Background: an optimization exercise with open tools, aiming at small area. Do not read the settings as production practice.
Only simulation tests tie the RTL to the original design; equivalence was not proved.
The flow treats the clock pin as an ideal source, which a real chip does not have.
No activity file was given, so power comes from the tool's default toggle rates.

// udp_loop_top
module udp_loop_top (
  input  logic                        clk,
  input  logic                        rst_n,
  input  logic                        burst_start,
  input  logic [udp_pkg::BURST_W-1:0] burst_len,
  output logic                        busy,
  output logic                        tx_valid,
  output udp_pkg::narrow_beat_t       tx_beat,
  input  logic                        tx_credit,
  input  logic                        rx_valid,
  input  udp_pkg::narrow_beat_t       rx_beat,
  output logic                        rx_credit,
  output logic [udp_pkg::BURST_W-1:0] pkt_count,
  output logic [udp_pkg::ERR_W-1:0]   err_count,
  output logic                        err_flag
);
export LEC_CHECK = 0
export CAP_MARGIN = 20
export CORE_AREA = 60 60 180 180
export DIE_AREA = 0 0 240 240
export SLEW_MARGIN = 20
create_clock -name core_clock -period 10.0 [get_ports {clk}]
standard.sh (not shown) runs the stock make flow with config.mk's settings and CLKGATE_MAP_FILE= SYNTH_SCRIPT=/design/flow/synth_recipe.tcl, a recipe that flattens the netlist after the stock synthesis.
==> flow/flow/run.sh <==
#!/bin/bash
set -o pipefail
export BUFFER_PORTS_ARGS="-buffer_cell sky130_fd_sc_hd__buf_1"
export CTS_ARGS="-sink_clustering_enable -repair_clock_nets -dont_use_dummy_load -buf_list {sky130_fd_sc_hd__clkbuf_4 sky130_fd_sc_hd__clkbuf_8} -sink_clustering_size 30"
export SKIP_REPAIR_TIE_FANOUT=1
bash standard.sh > standard.log 2>&1
The baseline passed the timing, DRC and antenna checks.
==> next run, changes <==
--- a/flow/design.v
+++ b/flow/design.v
@@ -32,42 +32,41 @@
 );
   logic       gen_valid;
   logic [7:0] pkts_left;
   logic [1:0] g_beat;
   logic       g_send, g_ok;
   logic [2:0] f1;
   logic       dn_valid, dn_credit;
   logic       p1;
   assign g_ok   = !f1[2] && !(f1[1] && (f1[0] ? (gen_valid || dn_valid) : (gen_valid && dn_valid)));
   assign g_send = busy && g_ok;
-  always_ff @(posedge clk) begin
-    if (!busy) pkts_left <= burst_len;
-    else if (g_send && (g_beat == 2'd2)) pkts_left <= pkts_left ^ pl_borrow[7:0];
-  end
   logic [8:0] pl_borrow;                                
   always_comb begin
     pl_borrow[0] = 1'b1;
     for (int i = 0; i < 8; i++) pl_borrow[i+1] = pl_borrow[i] && !pkts_left[i];
   end
   always_ff @(posedge clk or negedge rst_n) begin
     if (!rst_n) begin
       busy      <= 1'b0;
       gen_valid <= 1'b0;
+      pkts_left <= 8'd0;
       g_beat    <= 2'd0;
     end else begin
       gen_valid <= g_send;
       if (!busy && burst_start && (burst_len != 8'd0)) begin
         busy      <= 1'b1;
+        pkts_left <= burst_len;
       end
       if (g_send) begin
         if (g_beat == 2'd2) begin
           g_beat    <= 2'd0;
+          pkts_left <= pkts_left ^ pl_borrow[7:0];
           if (pkts_left == 8'd1) busy <= 1'b0;
         end else begin
           g_beat <= g_beat + 1'b1;
         end
       end
     end
   end
   logic full;
   assign p1 = (f1 != 3'd0) && !(dn_valid || full || dn_credit);
   always_ff @(posedge clk or negedge rst_n) begin
@@ -132,50 +131,47 @@
     end
     tx_beat.keep = '1;
     tx_beat.last = t_idx[2];
   end
   logic [23:0] a_seq;
   logic [1:0]  a_beat;
   logic        a_hl;                                    
   logic        a_lomm;                                  
   logic        z, b2;
   logic [28:0] e;                                       
-  logic [31:0] col_any, col_mm;
-  logic        keep_any, mm_nz, mm_z, dk_mm, a_mm, rl;
+  logic [31:0] col_mm;
+  logic        keep_mm, dk_mm, a_mm, rl;
   assign b2 = (a_beat == 2'd2);
   assign z  = a_hl && b2;                               
   assign rl = rx_beat.last;
-  assign e  = {a_seq, 2'b00, a_beat, a_hl};
+  assign e  = z ? 29'd0 : {a_seq, 2'b00, a_beat, a_hl};
   always_comb begin
     logic [7:0] col;
     for (int k = 0; k < 32; k++) begin
       for (int j = 0; j < 8; j++) col[j] = rx_beat.data[32*j + k];
-      col_any[k] = |col;
       if (k >= 3) begin
-        col_mm[k] = e[k-3] ? !(&col) : col_any[k];
+        col_mm[k] = e[k-3] ? !(&col) : (|col);
       end else begin
         logic [3:0] c1, c0;
         int n1, n0;
         n1 = 0; n0 = 0;
         c1 = '0; c0 = '0;
         for (int j = 0; j < 8; j++) begin
           if (j[k]) begin c1[n1] = col[j]; n1++; end
           else      begin c0[n0] = col[j]; n0++; end
         end
-        col_mm[k] = (|c0) || !(&c1);
-      end
-    end
-  end
-  assign keep_any = |rx_beat.keep;
-  assign mm_nz    = (|col_mm) || !(&rx_beat.keep);
-  assign mm_z     = (|col_any) || keep_any;
-  assign dk_mm    = z ? mm_z : mm_nz;
+        col_mm[k] = (|c0) || (z ? (|c1) : !(&c1));
+      end
+    end
+  end
+  assign keep_mm = z ? (|rx_beat.keep) : !(&rx_beat.keep);
+  assign dk_mm   = (|col_mm) || keep_mm;
   assign a_mm    = a_hl ? (a_lomm || dk_mm || (rl != b2)) : (dk_mm || !b2);
   logic [24:0] a_carry;
   always_comb begin
     a_carry[0] = rx_valid && (a_hl || rl) && b2;
     for (int i = 0; i < 24; i++) a_carry[i+1] = a_carry[i] && a_seq[i];
   end
   always_ff @(posedge clk or negedge rst_n) begin
     if (!rst_n) a_seq <= 24'd0;
     else        a_seq <= a_seq ^ a_carry[23:0];
   end
Effect: The changed run finished with timing, DRC and antenna clean; area after synthesis went up slightly; non-clock buffer count increases by 1; power went up by a few percent; sequential cell count is unchanged; setup slack improves by 110 ps; clock-buffer cell count stays the same; register-to-register slack gains 40 ps; core utilization increases by 0.43 points; worst hold slack is worse by 44 ps; wire length fell slightly; final area came out higher slightly; final cell count is higher slightly; critical path depth does not change; via count came out lower slightly.

udp_loop_top, a different RTL version from the one above (not shown whole).
Size in the first run: roughly 850 cells after synthesis, roughly 120 flip-flops, about 620 I/O pins.
clock: 10.0 ns
lec_check: 0
cap_margin: 20
core_area: 65 65 175 175
die_area: 0 0 240 240
slew_margin: 20
==> flow/flow/run.sh <==
#!/bin/bash
# The standard layout (standard.sh) with these changes:
#  - synthesis maps the logic with the ABC script flow/abc_area.script
#    (flow/synth.tcl is synth_recipe.tcl with only that change);
#  - the port buffers that global placement inserts are the smallest buffer;
#  - the clock tree is built by flow/manual_cts.tcl before ORFS's CTS step:
#    the flip-flops are split by location into 10 groups, each driven by a
#    clock buffer at its centre, all driven by one root buffer;
#  - constant outputs share one tie cell per value.
set -o pipefail
here=$(pwd)
# The standard flow's synthesis script must be the one we replace
head -1 synth_recipe.tcl | grep -q "proc synth" || exit 1
sed "s#SYNTH_SCRIPT=[^ ]*#SYNTH_SCRIPT=$here/flow/synth.tcl#" standard.sh > my_standard.sh
export MY_ABC_SCRIPT=$here/flow/abc_area.script
export BUFFER_PORTS_ARGS="-buffer_cell sky130_fd_sc_hd__buf_1"
export PRE_CTS_TCL=$here/flow/manual_cts.tcl
export CTS_ARGS="-sink_clustering_enable -repair_clock_nets -dont_use_dummy_load -buf_list {sky130_fd_sc_hd__clkbuf_4 sky130_fd_sc_hd__clkbuf_8}"
export SKIP_REPAIR_TIE_FANOUT=1
bash my_standard.sh > standard.log 2>&1
Other scripts of this flow, unchanged in this note and not shown: flow/flow/abc_area.script, flow/flow/manual_cts.tcl, flow/flow/synth.tcl
Next try:
--- a/flow/design.v
+++ b/flow/design.v
@@ -202,34 +202,34 @@
   logic [1:0] q [4];
   logic [2:0] n;                                        
   logic [4:0] at;                                       
   logic [1:0] ub;
   logic       up_valid, up_credit, pr;
   logic       hl, pend;
   logic [1:0] wq;                                       
   logic       chk_valid;
   assign pr   = (n[0] || n[2]) && !(up_valid || up_credit || pend);
-  assign ub   = q[0];
+  assign ub   = ({2{at[1]}} & q[0]) | ({2{at[2]}} & q[1]) | ({2{at[3]}} & q[2]) | ({2{at[4]}} & q[3]);
   assign at   = {n[2] && !n[0], n[2] && n[0], n[1] && !n[2], n[0] && !n[1], !n[0] && !n[2]};
   assign rx_credit = up_valid;
   always_ff @(posedge clk or negedge rst_n) begin
     if (!rst_n) begin
       n        <= 3'd0;
       up_valid <= 1'b0;
     end else begin
       up_valid <= pr;
       n        <= jc_step(n, rx_valid, up_valid);
     end
   end
   always_ff @(posedge clk) begin
-    for (int i = 0; i < 4; i++) begin
-      if (rx_valid && (up_valid ? at[i+1] : at[i])) q[i] <= {rl, a_mm};
-      else if (up_valid) q[i] <= (i < 3) ? q[i+1] : q[i];
+    if (rx_valid) begin
+      q[0] <= {rl, a_mm};
+      for (int i = 1; i < 4; i++) q[i] <= q[i-1];
     end
   end
   assign chk_valid = up_credit && !hl;
   always_ff @(posedge clk or negedge rst_n) begin
     if (!rst_n) begin
       hl        <= 1'b0;
       pend      <= 1'b0;
       up_credit <= 1'b0;
     end else begin
Core utilization goes down by 0.12 points.
First-iteration DRC count goes up by about 7%.
Critical path depth stays the same.
Register-to-register slack is better by 0.03 ns.
Design area barely changes.
Wire length goes up by about 0.55%.
Sequential power goes down by about 4%.
Cell count goes up by 1.7%.
Total power goes down by 3.3%.
Flip-flop and latch count is unchanged.
Setup slack is better by 0.073 ns.
Fmax goes up by 1.1%.
Global-route usage is about the same.

udp_loop_top again, from the RTL that the note above started with.
==> flow/design.v (excerpt) <==
module udp_loop_top (
  input  logic                        clk,
  input  logic                        rst_n,
  input  logic                        burst_start,
  input  logic [udp_pkg::BURST_W-1:0] burst_len,
  output logic                        busy,
  output logic                        tx_valid,
  output udp_pkg::narrow_beat_t       tx_beat,
  input  logic                        tx_credit,
  input  logic                        rx_valid,
  input  udp_pkg::narrow_beat_t       rx_beat,
  output logic                        rx_credit,
  output logic [udp_pkg::BURST_W-1:0] pkt_count,
  output logic [udp_pkg::ERR_W-1:0]   err_count,
  output logic                        err_flag
);
export LEC_CHECK = 0
export CAP_MARGIN = 20
export CORE_AREA = 65 65 175 175
export DIE_AREA = 0 0 240 240
export SLEW_MARGIN = 20
create_clock -name core_clock -period 10.0 [get_ports {clk}]
Scripts as last shown in full above: flow/flow/run.sh
Other scripts of this flow, unchanged in this note and not shown: flow/flow/abc_area.script, flow/flow/manual_cts.tcl, flow/flow/synth.tcl
The starting point completed without violations.
Rerun with:
--- a/flow/design.v
+++ b/flow/design.v
@@ -141,39 +141,41 @@
   logic        a_lomm;                                  
   logic        z, b2;
   logic [28:0] e;                                       
   logic [31:0] col_any, col_mm;
   logic        keep_any, mm_nz, mm_z, dk_mm, a_mm, rl;
   assign b2 = (a_beat == 2'd2);
   assign z  = a_hl && b2;                               
   assign rl = rx_beat.last;
-  assign e  = z ? 29'd0 : {a_seq, 2'b00, a_beat, a_hl};
+  assign e  = {a_seq, 2'b00, a_beat, a_hl};
   always_comb begin
     logic [7:0] col;
     for (int k = 0; k < 32; k++) begin
       for (int j = 0; j < 8; j++) col[j] = rx_beat.data[32*j + k];
       col_any[k] = |col;
       if (k >= 3) begin
         col_mm[k] = e[k-3] ? !(&col) : col_any[k];
       end else begin
         logic [3:0] c1, c0;
         int n1, n0;
         n1 = 0; n0 = 0;
         c1 = '0; c0 = '0;
         for (int j = 0; j < 8; j++) begin
           if (j[k]) begin c1[n1] = col[j]; n1++; end
           else      begin c0[n0] = col[j]; n0++; end
         end
-        col_mm[k] = (|c0) || (z ? (|c1) : !(&c1));
+        col_mm[k] = (|c0) || !(&c1);
       end
     end
   end
   assign keep_any = |rx_beat.keep;
-  assign dk_mm    = (|col_mm) || (z ? keep_any : !(&rx_beat.keep));
+  assign mm_nz    = (|col_mm) || !(&rx_beat.keep);
+  assign mm_z     = (|col_any) || keep_any;
+  assign dk_mm    = z ? mm_z : mm_nz;
   assign a_mm    = a_hl ? (a_lomm || dk_mm || (rl != b2)) : (dk_mm || !b2);
   logic [24:0] a_carry;
   always_comb begin
     a_carry[0] = rx_valid && (a_hl || rl) && b2;
     for (int i = 0; i < 24; i++) a_carry[i+1] = a_carry[i] && a_seq[i];
   end
   always_ff @(posedge clk or negedge rst_n) begin
     if (!rst_n) a_seq <= 24'd0;
What happened: Via count rose by about 3%. Flip-flop and latch count does not change. Worst hold slack stays flat. Critical path depth does not change. Global-route usage came out higher by 0.46 points. Power barely changes. Utilization came out higher by 0.33 points. Synthesized cell count increases by about 1.8%. Maximum frequency hardly moves. Combinational power is about the same. Sequential power barely changes.

Another version of the RTL of udp_loop_top (not shown whole).
Size in the first run: ~870 cells after synthesis, ~130 flip-flops, about 620 I/O pins, about 0.0088 mm^2 of cells after synthesis.
Settings: LEC_CHECK=0, CAP_MARGIN=20, CORE_AREA=60 60 180 180, DIE_AREA=0 0 240 240, SLEW_MARGIN=20; clock period 10.0 ns.
==> flow/flow/run.sh <==
#!/bin/bash
# The standard layout (standard.sh) with these changes:
#  - synthesis maps the logic with the ABC script flow/abc_area.script
#    (flow/synth.tcl is synth_recipe.tcl with only that change);
#  - the port buffers that global placement inserts are the smallest buffer;
#  - the clock tree is built by flow/manual_cts.tcl before ORFS's CTS step:
#    the flip-flops are split by location into 12 groups, each driven by a
#    clock buffer at its centre, all driven by one root buffer;
#  - constant outputs share one tie cell per value.
set -o pipefail
here=$(pwd)
# The standard flow's synthesis script must be the one we replace
head -1 synth_recipe.tcl | grep -q "proc synth" || exit 1
sed "s#SYNTH_SCRIPT=[^ ]*#SYNTH_SCRIPT=$here/flow/synth.tcl#" standard.sh > my_standard.sh
export MY_ABC_SCRIPT=$here/flow/abc_area.script
export BUFFER_PORTS_ARGS="-buffer_cell sky130_fd_sc_hd__buf_1"
export PRE_CTS_TCL=$here/flow/manual_cts.tcl
export CTS_ARGS="-sink_clustering_enable -repair_clock_nets -dont_use_dummy_load -buf_list {sky130_fd_sc_hd__clkbuf_4 sky130_fd_sc_hd__clkbuf_8}"
export SKIP_REPAIR_TIE_FANOUT=1
bash my_standard.sh > standard.log 2>&1
Other scripts of this flow, unchanged in this note and not shown: flow/flow/abc_area.script, flow/flow/manual_cts.tcl, flow/flow/synth.tcl
Then changed:
--- a/flow/design.v
+++ b/flow/design.v
@@ -29,53 +29,50 @@
   output logic [udp_pkg::BURST_W-1:0] pkt_count,
   output logic [udp_pkg::ERR_W-1:0]   err_count,
   output logic                        err_flag
 );
   logic       gen_valid;
   logic [7:0] pkts_left;
   logic [1:0] g_beat;
   logic       g_send, g_ok;
   logic [2:0] f1;
-  logic       dn_valid, dn_credit;
+  logic       dn_valid;
   logic       p1;
   assign g_ok   = !f1[2] && !(f1[1] && (f1[0] ? (gen_valid || dn_valid) : (gen_valid && dn_valid)));
   assign g_send = busy && g_ok;
-  always_ff @(posedge clk) begin
-    if (!busy) pkts_left <= burst_len;
+  assign busy = (pkts_left != 8'd0);
+  always_ff @(posedge clk or negedge rst_n) begin
+    if (!rst_n) pkts_left <= 8'd0;
+    else if (!busy && burst_start) pkts_left <= burst_len;
     else if (g_send && (g_beat == 2'd2)) pkts_left <= pkts_left ^ pl_borrow[7:0];
   end
   logic [8:0] pl_borrow;                                
   always_comb begin
     pl_borrow[0] = 1'b1;
     for (int i = 0; i < 8; i++) pl_borrow[i+1] = pl_borrow[i] && !pkts_left[i];
   end
   always_ff @(posedge clk or negedge rst_n) begin
     if (!rst_n) begin
-      busy      <= 1'b0;
       gen_valid <= 1'b0;
       g_beat    <= 2'd0;
     end else begin
       gen_valid <= g_send;
-      if (!busy && burst_start && (burst_len != 8'd0)) begin
-        busy      <= 1'b1;
-      end
       if (g_send) begin
         if (g_beat == 2'd2) begin
           g_beat    <= 2'd0;
-          if (pkts_left == 8'd1) busy <= 1'b0;
         end else begin
           g_beat <= g_beat + 1'b1;
         end
       end
     end
   end
   logic full;
-  assign p1 = (f1 != 3'd0) && !(dn_valid || full || dn_credit);
+  assign p1 = (f1 != 3'd0) && !(dn_valid || full || nar_valid);
   always_ff @(posedge clk or negedge rst_n) begin
     if (!rst_n) begin
       f1       <= 3'd0;
       dn_valid <= 1'b0;
     end else begin
       dn_valid <= p1;
       f1       <= f1 + gen_valid - p1;
     end
   end
@@ -85,22 +82,20 @@
   logic [2:0] f2, c2;
   assign d_ok = !f2[2] && !(f2[1] && (f2[0] ? (nar_valid || tx_valid) : (nar_valid && tx_valid)));
   assign sd   = full && d_ok;
   assign fin  = n5[2] || n5[0];
   always_ff @(posedge clk or negedge rst_n) begin
     if (!rst_n) begin
       full      <= 1'b0;
       n5        <= 3'd0;
       nar_valid <= 1'b0;
-      dn_credit <= 1'b0;
     end else begin
       nar_valid <= sd;
-      dn_credit <= sd && fin;
       if (sd) begin
         n5 <= n5[2] ? 3'd0 : n5 + 1'b1;
         if (fin) full <= 1'b0;
       end
       if (dn_valid) full <= 1'b1;
     end
   end
   logic        p2;
   logic [23:0] t_seq;
@@ -193,50 +188,52 @@
         end else begin
           a_beat <= a_beat + 1'b1;
         end
       end
     end
   end
   always_ff @(posedge clk) begin
     if (rx_valid && !a_hl) a_lomm <= dk_mm;
   end
-  logic [2:0] wp, rp;
-  logic [1:0] mem [4];
+  logic [1:0] q [4];
+  logic [2:0] n;                                        
+  logic [2:0] wpos;
   logic [1:0] ub;
   logic       up_valid, up_credit, pr;
   logic       hl, pend;
   logic [1:0] wq;                                       
   logic       chk_valid;
-  assign pr = (wp != rp) && !(up_valid || up_credit || pend);
-  assign ub = mem[rp[1:0]];
+  assign pr   = (n != 3'd0) && !(up_valid || up_credit || pend);
+  assign ub   = q[0];
+  assign wpos = n - up_valid;
   assign rx_credit = up_valid;
   always_ff @(posedge clk or negedge rst_n) begin
     if (!rst_n) begin
-      wp       <= 3'd0;
-      rp       <= 3'd0;
+      n        <= 3'd0;
       up_valid <= 1'b0;
     end else begin
       up_valid <= pr;
-      if (rx_valid) wp <= wp + 1'b1;
-      if (up_valid) rp <= rp + 1'b1;
+      n        <= n + rx_valid - up_valid;
     end
   end
   always_ff @(posedge clk) begin
-    if (rx_valid) mem[wp[1:0]] <= {rl, a_mm};
-  end
+    for (int i = 0; i < 4; i++) begin
+      if (rx_valid && (wpos == i)) q[i] <= {rl, a_mm};
+      else if (up_valid) q[i] <= (i < 3) ? q[i+1] : q[i];
+    end
+  end
+  assign chk_valid = up_credit && !hl;
   always_ff @(posedge clk or negedge rst_n) begin
     if (!rst_n) begin
       hl        <= 1'b0;
       pend      <= 1'b0;
-      chk_valid <= 1'b0;
       up_credit <= 1'b0;
     end else begin
-      chk_valid <= pend;
       up_credit <= pend || (up_valid && !hl && !ub[1]);
       pend      <= up_valid && (hl || ub[1]);
       if (up_valid) hl <= !hl && !ub[1];
     end
   end
   always_ff @(posedge clk) begin
     if (up_valid && (hl || ub[1])) wq <= ub;
   end
   logic [16:0] e_carry;
The new run produced a clean layout; critical path depth rises by 1; area after synthesis decreases slightly; setup slack gains 22 ps; via count goes up slightly; total power rose slightly; routed wire length is higher slightly; clock power hardly moves; global-route usage went up by 0.29 points; worst hold slack gets better by 35 ps; cell area is lower slightly; cell count goes down slightly; combinational power increases by a little under a tenth; fmax rose slightly; first-iteration DRC count shrinks by roughly a tenth.

## afterwards: timing with drivers on the ports
In the flow no input, the clock included, has a driving cell. The finished layouts below were timed again as built, in two steps.
Step 1 assumes that a clkbuf_16 drives the clock port and a buf_2 every other input.
Step 2, shift: input delay + t, output delay - t, t = (earliest + latest rising clock arrival at the registers) / 2. This alone moves slack from input paths to output paths.
Three values: no drivers, after step 1, after step 2; two values: the first two.
run | t (ns) | setup WS [ns] | pins driven straight from the clock port
the first run of note 1 | 0.463 | 3.288 / 3.273 / 2.811 | 1
the second run of note 1 | 0.462 | 3.403 / 3.383 / 2.922 | 1
the first run of note 2 | 0.438 | 3.334 / 3.319 / 2.881 | 1
the second run of note 2 | 0.436 | 3.408 / 3.394 / 2.958 | 1
the first run of note 3 | 0.389 | 3.282 / 3.272 / 2.883 | 1
the second run of note 3 | 0.392 | 3.281 / 3.267 / 2.876 | 1
the first run of note 4 | 0.398 | 3.354 / 3.342 / 2.944 | 1
the second run of note 4 | 0.393 | 3.376 / 3.360 / 2.967 | 1
After both steps every run listed still meets setup and hold. The setup slack of the second run of note 1, which loses most, moves by -0.020 ns with the drivers and by -0.481 ns with both steps.
